What follows belongs to an exercise in optimizing a design on an open flow for small area, a short achievable clock period and few clock cycles; a production flow would make more cautious choices.
Where RTL was checked, it was by simulation tests only, not by an equivalence proof against the original.
For run 1, only the layout was checked, not whether the RTL still works.

==> flow/design.v (outline; a module is shown in full before it is edited, if it fits) <==
// module fc_booth_enc: 18 lines
// module fc_fa: 10 lines
// module fc_ha: 9 lines
// module fc_mac_lane: 540 lines
// module fc_sequencer: 68 lines
// module fc_layer_top: 78 lines
module fc_layer_top (
	input  logic          clk,
	input  logic          reset_n,
	input  logic          i_run,
	input  fc_pkg::cnt_t  i_num_cnt,
	output logic          o_idle,
	output logic          o_read,
	output logic          o_write,
	output logic          o_done,
	output fc_pkg::addr_t o_mem_addr,
	output logic          o_mem_ce,
	input  fc_pkg::word_t i_node_q,
	input  fc_pkg::word_t i_wgt0_q,
	input  fc_pkg::word_t i_wgt1_q,
	output fc_pkg::acc_t  o_result_0,
	output fc_pkg::acc_t  o_result_1,
	output fc_pkg::acc_t  o_result_2,
	output fc_pkg::acc_t  o_result_3
);
  // ...
==> flow/flow/run.sh <==
#!/bin/bash
# Standard layout, with timing repair aimed at a shorter period than the clock's,
# and plain buffers (rather than delay cells) on the ports. The clock, the
# constraints and every other step stay as the standard flow's own layout makes them.
set -euo pipefail
bash standard.sh SETUP_SLACK_MARGIN=6.8 "BUFFER_PORTS_ARGS=-buffer_cell sky130_fd_sc_hd__buf_2" finish > standard.log 2>&1
==> flow/standard.sh <==
#!/bin/bash
# synth_recipe.tcl (not shown) runs the flow's synth.tcl, then flattens the netlist and writes it again
# the make line also repeats each setting of config.mk as NAME=value (left out here)
make -C /OpenROAD-flow-scripts/flow DESIGN_CONFIG=/design/flow/config.mk WORK_HOME=/design/flow/orfs CLKGATE_MAP_FILE= SYNTH_SCRIPT=/design/flow/synth_recipe.tcl "${@:-finish}"
==> flow/config.mk <==
export PLATFORM = sky130hd
export DESIGN_NAME = fc_layer_top
export DESIGN_NICKNAME = fc_layer_top
export VERILOG_FILES = /design/flow/design.v
export SDC_FILE = /design/flow/constraint.sdc
export NUM_CORES = 4
export LEC_CHECK = 0
export CAP_MARGIN = 20
export CORE_MARGIN = 2
export CORE_UTILIZATION = 55
export SETUP_SLACK_MARGIN = 5
export SLEW_MARGIN = 20
export SYNTH_HIERARCHICAL = 1
==> flow/constraint.sdc <==
create_clock -name core_clock -period 10.0 [get_ports {clk}]
set_input_delay 2.0000 -clock core_clock [delete_from_list [all_inputs] [get_ports {clk}]]
set_output_delay 2.0000 -clock core_clock [all_outputs]
set_load 0.01 [all_outputs]
==> metrics.md, run 1 <==
| Metric | Value |
|---|---|
| Vias in the first global route | 29.5k |
| Area contributors post-synth | fa_1, dfxtp_1, xnor2_1 |
| Area of the mapped netlist | 38900 um^2 |
| Outcome | finished clean |
| CP max FO | 2 |
| Multi-input logic area | 27200 um^2 |
| Commonest non-fill, non-tap cells in the layout | xnor2_1, a22oi_1, fa_1 |
| Total Nets Final | 4490 |
| Via density per instance | 5.88 |
| # Max-Cap Violations | 0 |
| Period utilisation layout | 32.5% |
| Share of cells above drive strength 1 | 23.5% |
| Wl on met1 | 42000 um |
| Slew Limit Headroom | 32.2% |
| DR vias | 27.1k |
| Top delay family on crit path | flip-flops |
| Worst Hold Class | register to register |
| Io pins | 257 |
| Crit Path Category | register to output pin |
| FF-to-FF path depth | 6 |
| Post-synthesis xor/xnor area fraction | 14.3% |
| CP max stage cell | dfrtp_2 |
| Crit path buffers/inverters | 1 |
| Startpoint types | register |
==> inputs of run 2 (changes only) <==
--- a/flow/design.v
+++ b/flow/design.v
@@ -209,28 +209,32 @@
 	fc_fa u_ts_145 (.a(pp_14), .b(pp_29), .c(pp_44), .s(ts_145), .co(tc_146));
 	fc_ha u_ts_147 (.a(pp_59), .b(pp_74), .s(ts_147), .co(tc_148));
 	fc_fa u_ts_149 (.a(i_neg[7]), .b(pp_15), .c(pp_30), .s(ts_149), .co(tc_150));
 	fc_fa u_ts_151 (.a(pp_45), .b(pp_60), .c(pp_75), .s(ts_151), .co(tc_152));
 	fc_ha u_ts_153 (.a(pp_90), .b(pp_105), .s(ts_153), .co(tc_154));
 	fc_fa u_ts_155 (.a(pp_16), .b(pp_31), .c(pp_46), .s(ts_155), .co(tc_156));
 	fc_fa u_ts_157 (.a(pp_61), .b(pp_76), .c(pp_91), .s(ts_157), .co(tc_158));
 	fc_ha u_ts_159 (.a(pp_106), .b(pp_121), .s(ts_159), .co(tc_160));
-	fc_fa u_ts_161 (.a(1'b1), .b(pp_17), .c(pp_32), .s(ts_161), .co(tc_162));
+	assign ts_161 = ~(pp_17 ^ pp_32);
+	assign tc_162 = pp_17 | pp_32;
 	fc_fa u_ts_163 (.a(pp_47), .b(pp_62), .c(pp_77), .s(ts_163), .co(tc_164));
 	fc_fa u_ts_165 (.a(pp_92), .b(pp_107), .c(pp_122), .s(ts_165), .co(tc_166));
-	fc_fa u_ts_167 (.a(1'b1), .b(pp_33), .c(pp_48), .s(ts_167), .co(tc_168));
+	assign ts_167 = ~(pp_33 ^ pp_48);
+	assign tc_168 = pp_33 | pp_48;
 	fc_fa u_ts_169 (.a(pp_63), .b(pp_78), .c(pp_93), .s(ts_169), .co(tc_170));
 	fc_ha u_ts_171 (.a(pp_108), .b(pp_123), .s(ts_171), .co(tc_172));
 	fc_fa u_ts_173 (.a(pp_34), .b(pp_49), .c(pp_64), .s(ts_173), .co(tc_174));
 	fc_fa u_ts_175 (.a(pp_79), .b(pp_94), .c(pp_109), .s(ts_175), .co(tc_176));
-	fc_fa u_ts_177 (.a(1'b1), .b(pp_50), .c(pp_65), .s(ts_177), .co(tc_178));
+	assign ts_177 = ~(pp_50 ^ pp_65);
+	assign tc_178 = pp_50 | pp_65;
 	fc_ha u_ts_179 (.a(pp_80), .b(pp_95), .s(ts_179), .co(tc_180));
 	fc_fa u_ts_181 (.a(pp_51), .b(pp_66), .c(pp_81), .s(ts_181), .co(tc_182));
-	fc_ha u_ts_183 (.a(1'b1), .b(pp_67), .s(ts_183), .co(tc_184));
+	assign ts_183 = ~pp_67;
+	assign tc_184 = pp_67;
 	fc_ha u_ts_185 (.a(i_neg[3]), .b(pp_7), .s(ts_185), .co(tc_186));
 	fc_ha u_ts_187 (.a(pp_8), .b(pp_23), .s(ts_187), .co(tc_188));
 	fc_fa u_ts_189 (.a(i_neg[4]), .b(pp_9), .c(pp_24), .s(ts_189), .co(tc_190));
 	fc_ha u_ts_191 (.a(pp_39), .b(pp_54), .s(ts_191), .co(tc_192));
 	fc_fa u_ts_193 (.a(pp_10), .b(pp_25), .c(pp_40), .s(ts_193), .co(tc_194));
 	fc_ha u_ts_195 (.a(pp_55), .b(pp_70), .s(ts_195), .co(tc_196));
 	fc_fa u_ts_197 (.a(pp_26), .b(pp_41), .c(pp_56), .s(ts_197), .co(tc_198));
 	fc_fa u_ts_199 (.a(pp_71), .b(pp_86), .c(ts_137), .s(ts_199), .co(tc_200));
@@ -239,58 +243,61 @@
 	fc_fa u_ts_205 (.a(pp_73), .b(pp_88), .c(pp_103), .s(ts_205), .co(tc_206));
 	fc_fa u_ts_207 (.a(tc_140), .b(ts_143), .c(ts_141), .s(ts_207), .co(tc_208));
 	fc_fa u_ts_209 (.a(pp_89), .b(pp_104), .c(tc_144), .s(ts_209), .co(tc_210));
 	fc_fa u_ts_211 (.a(ts_147), .b(tc_142), .c(ts_145), .s(ts_211), .co(tc_212));
 	fc_fa u_ts_213 (.a(pp_120), .b(tc_148), .c(ts_153), .s(ts_213), .co(tc_214));
 	fc_fa u_ts_215 (.a(tc_146), .b(ts_149), .c(ts_151), .s(ts_215), .co(tc_216));
 	fc_fa u_ts_217 (.a(tc_154), .b(ts_159), .c(tc_150), .s(ts_217), .co(tc_218));
 	fc_fa u_ts_219 (.a(tc_152), .b(ts_155), .c(ts_157), .s(ts_219), .co(tc_220));
-	fc_fa u_ts_221 (.a(tc_160), .b(tc_156), .c(tc_158), .s(ts_221), .co(tc_222));
-	fc_fa u_ts_223 (.a(ts_161), .b(ts_163), .c(ts_165), .s(ts_223), .co(tc_224));
-	fc_fa u_ts_225 (.a(ts_171), .b(tc_162), .c(tc_164), .s(ts_225), .co(tc_226));
-	fc_fa u_ts_227 (.a(tc_166), .b(ts_167), .c(ts_169), .s(ts_227), .co(tc_228));
-	fc_fa u_ts_229 (.a(pp_124), .b(tc_172), .c(tc_168), .s(ts_229), .co(tc_230));
+	fc_fa u_ts_221 (.a(tc_160), .b(ts_161), .c(tc_156), .s(ts_221), .co(tc_222));
+	fc_fa u_ts_223 (.a(tc_158), .b(ts_163), .c(ts_165), .s(ts_223), .co(tc_224));
+	fc_fa u_ts_225 (.a(tc_162), .b(ts_167), .c(ts_171), .s(ts_225), .co(tc_226));
+	fc_fa u_ts_227 (.a(tc_164), .b(tc_166), .c(ts_169), .s(ts_227), .co(tc_228));
+	fc_fa u_ts_229 (.a(pp_124), .b(tc_168), .c(tc_172), .s(ts_229), .co(tc_230));
 	fc_fa u_ts_231 (.a(tc_170), .b(ts_173), .c(ts_175), .s(ts_231), .co(tc_232));
-	fc_fa u_ts_233 (.a(pp_110), .b(pp_125), .c(ts_179), .s(ts_233), .co(tc_234));
-	fc_fa u_ts_235 (.a(tc_174), .b(tc_176), .c(ts_177), .s(ts_235), .co(tc_236));
+	fc_fa u_ts_233 (.a(pp_110), .b(pp_125), .c(ts_177), .s(ts_233), .co(tc_234));
+	fc_fa u_ts_235 (.a(ts_179), .b(tc_174), .c(tc_176), .s(ts_235), .co(tc_236));
 	fc_fa u_ts_237 (.a(pp_96), .b(pp_111), .c(pp_126), .s(ts_237), .co(tc_238));
-	fc_fa u_ts_239 (.a(tc_180), .b(tc_178), .c(ts_181), .s(ts_239), .co(tc_240));
+	fc_fa u_ts_239 (.a(tc_178), .b(tc_180), .c(ts_181), .s(ts_239), .co(tc_240));
 	fc_fa u_ts_241 (.a(pp_82), .b(pp_97), .c(pp_112), .s(ts_241), .co(tc_242));
 	fc_fa u_ts_243 (.a(pp_127), .b(ts_183), .c(tc_182), .s(ts_243), .co(tc_244));
 	fc_fa u_ts_245 (.a(pp_68), .b(pp_83), .c(pp_98), .s(ts_245), .co(tc_246));
 	fc_fa u_ts_247 (.a(pp_113), .b(pp_128), .c(tc_184), .s(ts_247), .co(tc_248));
-	fc_fa u_ts_249 (.a(1'b1), .b(pp_84), .c(pp_99), .s(ts_249), .co(tc_250));
+	assign ts_249 = ~(pp_84 ^ pp_99);
+	assign tc_250 = pp_84 | pp_99;
 	fc_ha u_ts_251 (.a(pp_114), .b(pp_129), .s(ts_251), .co(tc_252));
 	fc_fa u_ts_253 (.a(pp_85), .b(pp_100), .c(pp_115), .s(ts_253), .co(tc_254));
-	fc_ha u_ts_255 (.a(1'b1), .b(pp_101), .s(ts_255), .co(tc_256));
+	assign ts_255 = ~pp_101;
+	assign tc_256 = pp_101;
 	fc_ha u_ts_257 (.a(i_neg[2]), .b(pp_5), .s(ts_257), .co(tc_258));
 	fc_ha u_ts_259 (.a(pp_6), .b(pp_21), .s(ts_259), .co(tc_260));
 	fc_fa u_ts_261 (.a(pp_22), .b(pp_37), .c(pp_52), .s(ts_261), .co(tc_262));
 	fc_fa u_ts_263 (.a(pp_38), .b(pp_53), .c(tc_186), .s(ts_263), .co(tc_264));
 	fc_fa u_ts_265 (.a(pp_69), .b(tc_188), .c(ts_191), .s(ts_265), .co(tc_266));
 	fc_fa u_ts_267 (.a(tc_192), .b(ts_195), .c(tc_190), .s(ts_267), .co(tc_268));
 	fc_fa u_ts_269 (.a(tc_196), .b(tc_194), .c(ts_197), .s(ts_269), .co(tc_270));
 	fc_fa u_ts_271 (.a(tc_198), .b(ts_201), .c(tc_200), .s(ts_271), .co(tc_272));
 	fc_fa u_ts_273 (.a(tc_202), .b(ts_205), .c(tc_204), .s(ts_273), .co(tc_274));
 	fc_fa u_ts_275 (.a(tc_206), .b(ts_209), .c(tc_208), .s(ts_275), .co(tc_276));
 	fc_fa u_ts_277 (.a(tc_210), .b(ts_213), .c(tc_212), .s(ts_277), .co(tc_278));
 	fc_fa u_ts_279 (.a(tc_214), .b(tc_216), .c(ts_217), .s(ts_279), .co(tc_280));
 	fc_fa u_ts_281 (.a(tc_218), .b(tc_220), .c(ts_221), .s(ts_281), .co(tc_282));
-	fc_fa u_ts_283 (.a(tc_222), .b(tc_224), .c(ts_225), .s(ts_283), .co(tc_284));
-	fc_fa u_ts_285 (.a(tc_226), .b(tc_228), .c(ts_229), .s(ts_285), .co(tc_286));
+	fc_fa u_ts_283 (.a(tc_222), .b(ts_225), .c(tc_224), .s(ts_283), .co(tc_284));
+	fc_fa u_ts_285 (.a(ts_229), .b(tc_226), .c(tc_228), .s(ts_285), .co(tc_286));
 	fc_fa u_ts_287 (.a(tc_230), .b(ts_233), .c(tc_232), .s(ts_287), .co(tc_288));
 	fc_fa u_ts_289 (.a(ts_237), .b(tc_234), .c(tc_236), .s(ts_289), .co(tc_290));
 	fc_fa u_ts_291 (.a(tc_238), .b(ts_241), .c(tc_240), .s(ts_291), .co(tc_292));
 	fc_fa u_ts_293 (.a(tc_242), .b(ts_245), .c(ts_247), .s(ts_293), .co(tc_294));
-	fc_fa u_ts_295 (.a(ts_251), .b(tc_246), .c(ts_249), .s(ts_295), .co(tc_296));
-	fc_fa u_ts_297 (.a(pp_130), .b(tc_252), .c(tc_250), .s(ts_297), .co(tc_298));
+	fc_fa u_ts_295 (.a(ts_249), .b(ts_251), .c(tc_246), .s(ts_295), .co(tc_296));
+	fc_fa u_ts_297 (.a(pp_130), .b(tc_250), .c(tc_252), .s(ts_297), .co(tc_298));
 	fc_fa u_ts_299 (.a(pp_116), .b(pp_131), .c(ts_255), .s(ts_299), .co(tc_300));
 	fc_fa u_ts_301 (.a(pp_102), .b(pp_117), .c(pp_132), .s(ts_301), .co(tc_302));
-	fc_ha u_ts_303 (.a(1'b1), .b(pp_118), .s(ts_303), .co(tc_304));
+	assign ts_303 = ~pp_118;
+	assign tc_304 = pp_118;
 	fc_ha u_ts_305 (.a(i_neg[1]), .b(pp_3), .s(ts_305), .co(tc_306));
 	fc_ha u_ts_307 (.a(pp_4), .b(pp_19), .s(ts_307), .co(tc_308));
 	fc_fa u_ts_309 (.a(pp_20), .b(pp_35), .c(ts_257), .s(ts_309), .co(tc_310));
 	fc_fa u_ts_311 (.a(pp_36), .b(tc_258), .c(ts_259), .s(ts_311), .co(tc_312));
 	fc_fa u_ts_313 (.a(tc_260), .b(ts_185), .c(ts_261), .s(ts_313), .co(tc_314));
 	fc_fa u_ts_315 (.a(ts_187), .b(tc_262), .c(ts_263), .s(ts_315), .co(tc_316));
 	fc_fa u_ts_317 (.a(ts_189), .b(tc_264), .c(ts_265), .s(ts_317), .co(tc_318));
 	fc_fa u_ts_319 (.a(ts_193), .b(tc_266), .c(ts_267), .s(ts_319), .co(tc_320));
@@ -303,22 +310,23 @@
 	fc_fa u_ts_333 (.a(ts_223), .b(tc_280), .c(ts_281), .s(ts_333), .co(tc_334));
 	fc_fa u_ts_335 (.a(ts_227), .b(tc_282), .c(ts_283), .s(ts_335), .co(tc_336));
 	fc_fa u_ts_337 (.a(ts_231), .b(tc_284), .c(ts_285), .s(ts_337), .co(tc_338));
 	fc_fa u_ts_339 (.a(ts_235), .b(tc_286), .c(ts_287), .s(ts_339), .co(tc_340));
 	fc_fa u_ts_341 (.a(ts_239), .b(tc_288), .c(ts_289), .s(ts_341), .co(tc_342));
 	fc_fa u_ts_343 (.a(ts_243), .b(tc_290), .c(ts_291), .s(ts_343), .co(tc_344));
 	fc_fa u_ts_345 (.a(tc_244), .b(ts_293), .c(tc_292), .s(ts_345), .co(tc_346));
 	fc_fa u_ts_347 (.a(tc_248), .b(ts_295), .c(tc_294), .s(ts_347), .co(tc_348));
-	fc_fa u_ts_349 (.a(ts_253), .b(tc_296), .c(ts_297), .s(ts_349), .co(tc_350));
+	fc_fa u_ts_349 (.a(ts_253), .b(ts_297), .c(tc_296), .s(ts_349), .co(tc_350));
 	fc_fa u_ts_351 (.a(tc_254), .b(tc_298), .c(ts_299), .s(ts_351), .co(tc_352));
 	fc_fa u_ts_353 (.a(tc_256), .b(ts_301), .c(tc_300), .s(ts_353), .co(tc_354));
 	fc_fa u_ts_355 (.a(pp_133), .b(ts_303), .c(tc_302), .s(ts_355), .co(tc_356));
 	fc_fa u_ts_357 (.a(pp_119), .b(pp_134), .c(tc_304), .s(ts_357), .co(tc_358));
-	fc_ha u_ts_359 (.a(1'b1), .b(pp_135), .s(ts_359), .co(tc_360));
+	assign ts_359 = ~pp_135;
+	assign tc_360 = pp_135;
 	logic p0_0, p1_0, p0_1, p0_2, p1_2, p0_3, p1_3, p0_4, p1_4, p0_5, p1_5, p0_6, p1_6, p0_7, p1_7, p0_8, p1_8, p0_9, p1_9, p0_10, p1_10, p0_11, p1_11, p0_12, p1_12, p0_13, p1_13, p0_14, p1_14, p0_15, p1_15, p0_16, p1_16, p0_17, p1_17, p0_18, p1_18, p0_19, p1_19, p0_20, p1_20, p0_21, p1_21, p0_22, p1_22, p0_23, p1_23, p0_24, p1_24, p0_25, p1_25, p0_26, p1_26, p0_27, p1_27, p0_28, p1_28, p0_29, p1_29, p0_30, p1_30;
 	always_ff @(posedge clk) begin
 		p0_0 <= i_neg[0];
 		p1_0 <= pp_1;
 		p0_1 <= pp_2;
 		p0_2 <= pp_18;
 		p1_2 <= ts_305;
 		p0_3 <= tc_306;
==> flow/flow/run.sh (replaced) <==
#!/bin/bash
# Standard layout, with timing repair aimed at a shorter period than the clock's,
# and plain buffers (rather than delay cells) on the ports. The clock, the
# constraints and every other step stay as the standard flow's own layout makes them.
set -euo pipefail
bash standard.sh SETUP_SLACK_MARGIN=7.0 "BUFFER_PORTS_ARGS=-buffer_cell sky130_fd_sc_hd__buf_2" finish > standard.log 2>&1
==> flow/config.mk (replaced) <==
export PLATFORM = sky130hd
export DESIGN_NAME = fc_layer_top
export DESIGN_NICKNAME = fc_layer_top
export VERILOG_FILES = /design/flow/design.v
export SDC_FILE = /design/flow/constraint.sdc
export NUM_CORES = 4
export LEC_CHECK = 0
export CAP_MARGIN = 20
export CORE_MARGIN = 2
export CORE_UTILIZATION = 55
export CTS_CLUSTER_DIAMETER = 85
export CTS_CLUSTER_SIZE = 30
export SETUP_SLACK_MARGIN = 5
export SLEW_MARGIN = 20
export SYNTH_HIERARCHICAL = 1
==> run 2 against run 1 <==
Critical path depth grew 1. Die area fell by 0.44%. Worst setup slack worse by 0.082 ns. Via count rose by 1.3%. Worst hold slack gained 0.0091 ns. Register-to-register slack got worse by 0.04 ns. Clock skew increased by 0.0051 ns. Sequential share of layout area is 0.48 points lower. Area after synthesis down 0.45%. Final area grew 3.4%. Global-route usage decreased by 0.75 points.
==> metrics.md, run 2 <==
| Metric | Value |
|---|---|
| Top Registers | g_lane.u_lane.acc: 128 flops, wgt_r: 64 flops |
| Dominant synthesized flop cell | dfxtp_1 |
| DR vias | 27.4k (+1.3%) |
| Remaining antenna violation count after routing | 0 |
| Setup Skew | 0.0435 ns |
| Outcome | finished clean |
| WP data arrival | 1.33 ns |
| First-pass DRT Iterations | 6 |
| Skew-Pair Late Insertion Delay | 0.65 ns |
| PortBufs | 255 |
| Startpoint types | register |
| Crit. End Element | output pin |
| CP Cell Sequence | buf_12 -> buf_6 |
| CP max stage cell | dfrtp_1 |
| Minimum clock period | 3.33 ns |
| F_max | 0.301 GHz |
| Placed insts | 4358 |
| Max FFs per register | 128 |
| Die height | 269 um |
| Setup tns final | 0 ns |
| Die width | 269 um |
| Ys async rst share | 28.8% |
| Non-Filler Instances | 4697 |
| Met1 Usage GRT | 35.2% |
| GRT busiest layer | met2 |
| Sequential area share after synthesis | 29.0% |
| Largest net degree at the start of global routing | 87 |
| Fill count | 5362 |
| Slew Limit Headroom | 41.1% (+8.9 points) |
| Yosys top cell by area | fa_1 |
| Initial Util | 55.4% |
| CP max FO | 3 (+1) |
| Post-synth EDFFs | 12 |
| Syn Area/Cell | 11.2 um^2 |
| # Max-Cap Violations | 0 (unchanged) |
| # hold bufs at CTS | 0 |
| Worst Hold Class | register to register |
| Core area | 69900 um^2 |
| Register area | 11600 um^2 |
| Final setup viols | 0 |
| Multi-input logic area | 27800 um^2 (+2.2%) |
| First-pass GRT wire length | 163000 um |
| Area of the mapped netlist | 38700 um^2 (-0.45%) |
| Reg clk slew, reported paths | 0.10 ns |
| Routability Congestion | 0.860 |
| CTS H-tree lvls | 1 |
| Via density per instance | 5.84 (-0.61%) |
| RSZ-0062 raised after global routing | true |
| Max incr delay on CP | 0.42 ns |
| CTS tree | built |
| Number of CTS-inserted buffers | 29 |
| CTS sink cnt | 517 |
| Total track usage | 28.2% |
| Slew @ Worst Pin | 0.883 ns |
| DIE AREA | 72500 um^2 |
| Hpwl dp | 68400 um |
| Required @ worst endpoint | 8.00 ns |
| Vias in the first global route | 29.8k (+0.95%) |
| Io pins | 257 (unchanged) |
| Drt drc | 0 |
| Yosys cell types | 60 |
| Area Growth Syn to Fin | 20.6% |
| Most common cell after layout, fill and taps aside | xnor2_1 |
| FF+latch count, synth | 517 |
| Initial DRC count | 1955 |
| Row cnt | 97 |
| Slew Viols, Final | 0 |
| Share of cells above drive strength 1 | 29.6% (+6.0 points) |
| Cell with the most instances after synthesis | xnor2_1 |
| CTS Buffer Depth | 3 |
| Area contributors post-synth | fa_1, dfxtp_1, xnor2_1 |
| Crit Path Category | register to output pin |
| Commonest non-fill, non-tap cells in the layout | xnor2_1, a22oi_1, fa_1 |
| Top cells by count, synth | xnor2_1, a22oi_1, fa_1 |
| Synth warn | 21 |
| Crit path buffers/inverters | 2 (+1) |
| Met2 GRT Util | 49.8% |
| CTS Root Cell | clkbuf_16 |
| Period utilisation layout | 33.3% (+0.82 points) |
| Final hold vios | 0 |
| Drt wl/cell | 22.1 um |
| M3 GR Usage | 4.21% |
| Largest reg by FF count | g_lane.u_lane.acc |
| Grt ovf | 0 |
| Post-synth top area share | 24.0% |
| Detailed Route WL | 104000 um |
| Top delay family on crit path | flip-flops |
| Synth Instances | 3447 |
| Initial antenna violation count | 5 |
| Total Nets Final | 4585 (+2.1%) |
==> run 2: cell count changes after synthesis, moves of 16 or more <==
| cell | previous run | this run |
|---|---|---|
| xor2_1 | 111 | 135 |
| fa_1 | 480 | 464 |
| inv_1 | 12 | 60 |
| xnor2_1 | 525 | 501 |
==> run 2: kinds of logic (layout without fill, tap and decap cells) <==
family | Yosys count | after routing | share of synthesized area, %
fa+ha+maj | 745 | 745 | 33.1
xor+xnor | 636 | 636 | 14.4
mux | 5 | 5 | 0.129
other cells | 0 | 6 | 0
compound gates | 697 | 697 | 13.1
simple gates | 456 | 456 | 6.25
flops | 517 | 517 | 29.0
buf+inv | 391 | 695 | 4.11
==> run 2: layout make-up <==
| cell class | count | share of cell area (%) |
|---|---|---|
| timing repair buffer | 581 | 10.3 |
| clock buffer | 30 | 1.58 |
| inverter | 60 | 0.487 |
| tap | 940 | 2.52 |
| sequential | 517 | 24.8 |
| clock inverter | 24 | 0.704 |
| multi-input combinational | 2539 | 59.6 |
| antenna | 6 | 0.0321 |
==> run 2: modules after synthesis, one instance, submodules excluded <==
module | area, um^2 | flip-flops and latches | cells | copies in the design
fc_layer_top | 2500 | 112 | 147 | 1
fc_mac_lane | 5560 | 93 | 601 | 4
fc_sequencer | 1650 | 33 | 156 | 1
fc_fa | 20.0 | 0 | 1 | 464
fc_ha | 12.5 | 0 | 1 | 200
fc_booth_enc | 264 | 0 | 38 | 2
==> run 2: final timing paths <==
path                                          from  slack (ns)  cells after the start                       end
max                                   u_seq.rd_act        6.67                      2                  o_mem_ce
min                             u_seq.last_pipe[0]        0.36                      0        u_seq.last_pipe[1]
max reg2reg                g_lane[2].u_lane.acc[3]        6.81                     15  g_lane[2].u_lane.acc[31]
min reg2reg                     u_seq.last_pipe[0]        0.36                      0        u_seq.last_pipe[1]
max in group asynchronous                  reset_n        7.40                      2             u_seq.start_q
min in group asynchronous                  reset_n        1.27                      1  g_lane[3].u_lane.acc[30]
==> run 2: timing repair <==
action | 4_1_cts | 5_1_grt
endpoints found under the setup margin | 298 | 266
setup buffers | 206 | 67
pin swaps | 149 | 161
resized for setup | 420 | 294
gates cloned | 1 | 4
==> run 2: metrics by stage <==
stage          hold WS [ns]  setup slack [ns]  instance area, um^2  utilization (%)
2_1_floorplan         0.331              7.01                38800                -
3_3_place_gp          0.340              6.34                40200             57.5
4_1_cts               0.363              6.62                44600             63.8
6_report              0.360              6.67                46700             66.8
3_5_place_dp          0.344              6.34                40200             57.5
5_1_grt               0.378              6.60                46700             66.8
==> run 2: routing by layer <==
| layer | vias up | part of all wire [%] |
|---|---|---|
| met5 | - | 0.056 |
| met2 | 950 | 51 |
| met3 | 209 | 6.2 |
| met1 | 14000 | 39 |
| met4 | 10 | 3.2 |
| li1 | 12200 | - |
Testbench counts of run 2, summed over its fixed seeds: cycles 17,461.
==> inputs of run 3 (changes only) <==
--- a/flow/flow/run.sh
+++ b/flow/flow/run.sh
@@ -5,2 +5,2 @@
 set -euo pipefail
-bash standard.sh SETUP_SLACK_MARGIN=7.0 "BUFFER_PORTS_ARGS=-buffer_cell sky130_fd_sc_hd__buf_2" finish > standard.log 2>&1
+bash standard.sh SETUP_SLACK_MARGIN=6.8 "BUFFER_PORTS_ARGS=-buffer_cell sky130_fd_sc_hd__buf_2" finish > standard.log 2>&1
--- a/flow/config.mk
+++ b/flow/config.mk
@@ -10,4 +10,4 @@
 export CORE_UTILIZATION = 55
-export CTS_CLUSTER_DIAMETER = 85
-export CTS_CLUSTER_SIZE = 30
+export CTS_CLUSTER_DIAMETER = 70
+export CTS_CLUSTER_SIZE = 24
 export SETUP_SLACK_MARGIN = 5
==> run 3 against run 2 <==
Global-route usage is 0.67 points lower. Highest routed layer unchanged. Via count decreased by 3.0%. Worst setup slack better by 0.060 ns. Final area down 7.1%. Still clean. Non-clock buffer count shrank 189.
==> metrics.md, run 3 <==
| Metric | Value |
|---|---|
| Outcome | finished clean |
| Area of the mapped netlist | 38700 um^2 (unchanged) |
| Drt wl/cell | 22.1 um (+0.11%) |
| Crit. End Element | output pin |
| Skew-Pair Late Insertion Delay | 0.61 ns (-0.04 ns) |
| Minimum clock period | 3.27 ns (-0.0598 ns) |
| Commonest non-fill, non-tap cells in the layout | xnor2_1, a22oi_1, fa_1 |
| First-pass GRT wire length | 159000 um (-3.0%) |
| Sequential area share after synthesis | 29.0% (unchanged) |
| WP data arrival | 1.27 ns (-0.06 ns) |
| Worst slack, placed | 6.33 ns (-0.00868 ns) |
| Largest net degree at the start of global routing | 70 (-20%) |
| # hold bufs at CTS | 0 (unchanged) |
| CTS sink cnt | 517 (unchanged) |
| First-pass DRT Iterations | 6 (unchanged) |
| Worst Setup SP | g_lane[0].u_lane.acc[2] |
| Area Growth Syn to Fin | 12.0% |
| Yosys cell types | 60 (unchanged) |
| Detailed Route WL | 100000 um (-3.6%) |
| Synth warn | 21 (unchanged) |
| Worst hold start | u_seq.last_pipe[0] |
| # Max-Cap Violations | 0 (unchanged) |
| Slew Viols, Final | 0 (unchanged) |
| Final setup viols | 0 (unchanged) |
| Final hold vios | 0 (unchanged) |
| PortBufs | 255 (unchanged) |
| Via density per instance | 5.89 (+0.76%) |
| Top cells by count, synth | xnor2_1, a22oi_1, fa_1 |
| DR vias | 26.6k (-3.0%) |
| Post-synth EDFFs | 12 (unchanged) |
| Number of CTS-inserted buffers | 38 (+31%) |
| CP max FO | 2 (-1) |
| Area contributors post-synth | fa_1, dfxtp_1, xnor2_1 |
| Yosys top cell by area | fa_1 |
| Initial DRC count | 1784 (-8.7%) |
| Share of cells above drive strength 1 | 20.4% (-9.2 points) |
| Syn Area/Cell | 11.2 um^2 (unchanged) |
| Largest reg by FF count | g_lane.u_lane.acc |
| Cell with the most instances after synthesis | xnor2_1 |
| Startpoint types | register |
| Dominant synthesized flop cell | dfxtp_1 |
| Total track usage | 27.5% (-0.67 points) |
| DIE AREA | 72500 um^2 (unchanged) |
| Synth Instances | 3447 (unchanged) |
| Worst reg2reg startpoint | g_lane[0].u_lane.acc[13] |
| Remaining antenna violation count after routing | 0 (unchanged) |
| Die width | 269 um (unchanged) |
| CTS tree | built |
| Most common cell after layout, fill and taps aside | xnor2_1 |
| Initial antenna violation count | 12 (+7) |
| Setup tns final | 0 ns (unchanged) |
| Routability Congestion | 0.841 (-2.3%) |
| CTS Buffer Depth | 3 (unchanged) |
| CTS H-tree lvls | 2 (+1) |
| Vias in the first global route | 29.0k (-2.6%) |
| Reg clk slew, reported paths | 0.09 ns (about the same) |
| Row cnt | 97 (unchanged) |
| FF+latch count, synth | 517 (unchanged) |
| Core area | 69900 um^2 (unchanged) |
| Worst Hold Class | register to register |
| CTS Root Cell | clkbuf_16 |
| RSZ-0062 raised after global routing | true |
| Hold slack | 0.346 ns (-0.0145 ns) |
| Io pins | 257 (unchanged) |
| Slew @ Worst Pin | 1.11 ns (+0.224 ns) |
| Die height | 269 um (unchanged) |
| Required @ worst endpoint | 8.00 ns (about the same) |
| F_max | 0.306 GHz (+1.8%) |
| Slew Limit Headroom | 26.2% (-15 points) |
| Hpwl dp | 68500 um (+0.24%) |
| Period utilisation layout | 32.7% (-0.60 points) |
| Non-Filler Instances | 4521 (-3.7%) |
| Total Nets Final | 4405 (-3.9%) |
| Fill count | 5765 (+7.5%) |
| Placed insts | 4358 (unchanged) |
| Max FFs per register | 128 (unchanged) |
| Drt drc | 0 (unchanged) |
| Setup ws final | 6.73 ns (+0.0598 ns) |
| Top Registers | g_lane.u_lane.acc: 128 flops, wgt_r: 64 flops |
| Setup Skew | 0.0402 ns (-0.00321 ns) |
| Initial Util | 55.4% (unchanged) |
| Post-synth top area share | 24.0% (unchanged) |
| Ys async rst share | 28.8% (unchanged) |
| Grt ovf | 0 (unchanged) |
| Crit Path Category | register to output pin |
## run 3: repair_timing
item / 4_1_cts / 5_1_grt
setup endpoints to repair: 167 / 138
resized for setup: 126 / 159
setup buffers: 49 / 41
pin swaps: 5 / 77
## run 3: layer usage
metal  vias up  GRT usage, %  share of wire (%)
met5         -             0              0.092
met4        16          9.31                3.2
met3       214          5.36                6.9
met2       931          48.2                 51
met1     13500          33.9                 39
li1      11900             -                  -
## run 3: path summary, 6_finish.rpt
| check | depth (start not counted) | to | slack (ns) |
|---|---|---|---|
| max reg2reg | 13 | g_lane[0].u_lane.acc[27] | 6.85 |
| min in group asynchronous | 1 | g_lane[3].u_lane.acc[14] | 1.34 |
| min reg2reg | 0 | u_seq.last_pipe[1] | 0.35 |
| max in group asynchronous | 2 | u_seq.rd_cnt[0] | 7.44 |
| min | 0 | u_seq.last_pipe[1] | 0.35 |
| max | 2 | o_result_0[2] | 6.73 |
## run 3: final cells by class
class / count / area [um^2] / area share, %
flip-flops and latches: 517 / 11400 / 26.3
multi-input cells: 2539 / 26600 / 61.2
inverters: 60 / 225 / 0.519
diodes: 3 / 7.51 / 0.0173
clock buffers: 47 / 1080 / 2.49
well taps: 940 / 1180 / 2.71
clock inverters: 23 / 282 / 0.649
repair buffers: 392 / 2640 / 6.08
## run 3: metrics by stage
step	instance area [um^2]	util [%]
global placement	40200	57.5
floorplan	38700	-
detailed placement	40200	57.5
finish	43400	62.1
global route	43400	62.0
CTS	42200	60.4
## run 3: cells by family after synthesis
family                   count (synthesis)  synth area share (%)
AO/OA/AOI/OAI                          697                  13.1
buffers and inverters                  391                  4.11
AND/OR/NAND/NOR                        456                  6.25
adder cells (fa/ha/maj)                745                  33.1
flip-flops                             517                  29.0
multiplexers                             5                 0.129
XOR/XNOR                               636                  14.4
## run 3: critical path, stage by stage, from the launching register on
cell and delay, ns:
dfrtp_1 0.42, buf_6 0.13, buf_6 0.12
## run 3: modules after synthesis, one instance, submodules excluded
module        flip-flops and latches  cell area [um^2]
fc_layer_top                     112              2500
fc_booth_enc                       0               264
fc_ha                              0              12.5
fc_mac_lane                       93              5560
fc_sequencer                      33              1650
fc_fa                              0              20.0

-- what the ideal ports hide --
No port has a modelled driver above. Below, the same layouts with a new extraction and two added sets of constraints. Step 1 (the two cells are an assumption about what drives the block):
set clk [get_ports {clk}]
set_driving_cell -lib_cell sky130_fd_sc_hd__clkbuf_16 $clk
set_driving_cell -lib_cell sky130_fd_sc_hd__buf_2 [delete_from_list [all_inputs] $clk]
Step 2 moves the port delays by t, midway between the first and last clock arrival at a register: inputs arrive t later, outputs are due t later. That takes back most of the time a late clock gives input paths. a / b / c = ideal / step 1 / step 2; a / b = the first two.
| run | t (ns) | setup WS [ns] | latest minus earliest clock arrival (ns) | worst register clock-pin slew, ns |
|---|---|---|---|---|
| run 1 | 0.682 | 6.754 / 6.688 / 6.465 | 0.038 / 0.038 | 0.06 / 0.06 |
| run 2 | 0.698 | 6.673 / 6.608 / 6.728 | 0.051 / 0.051 | 0.12 / 0.12 |
| run 3 | 0.651 | 6.732 / 6.668 / 6.816 | 0.041 / 0.041 | 0.09 / 0.09 |
After both steps every run listed still meets setup and hold. For run 1, which loses most, drivers alone change the setup slack by -0.066 ns; drivers and shift together by -0.289 ns. The worst setup slack also covers recovery checks on asynchronous resets.
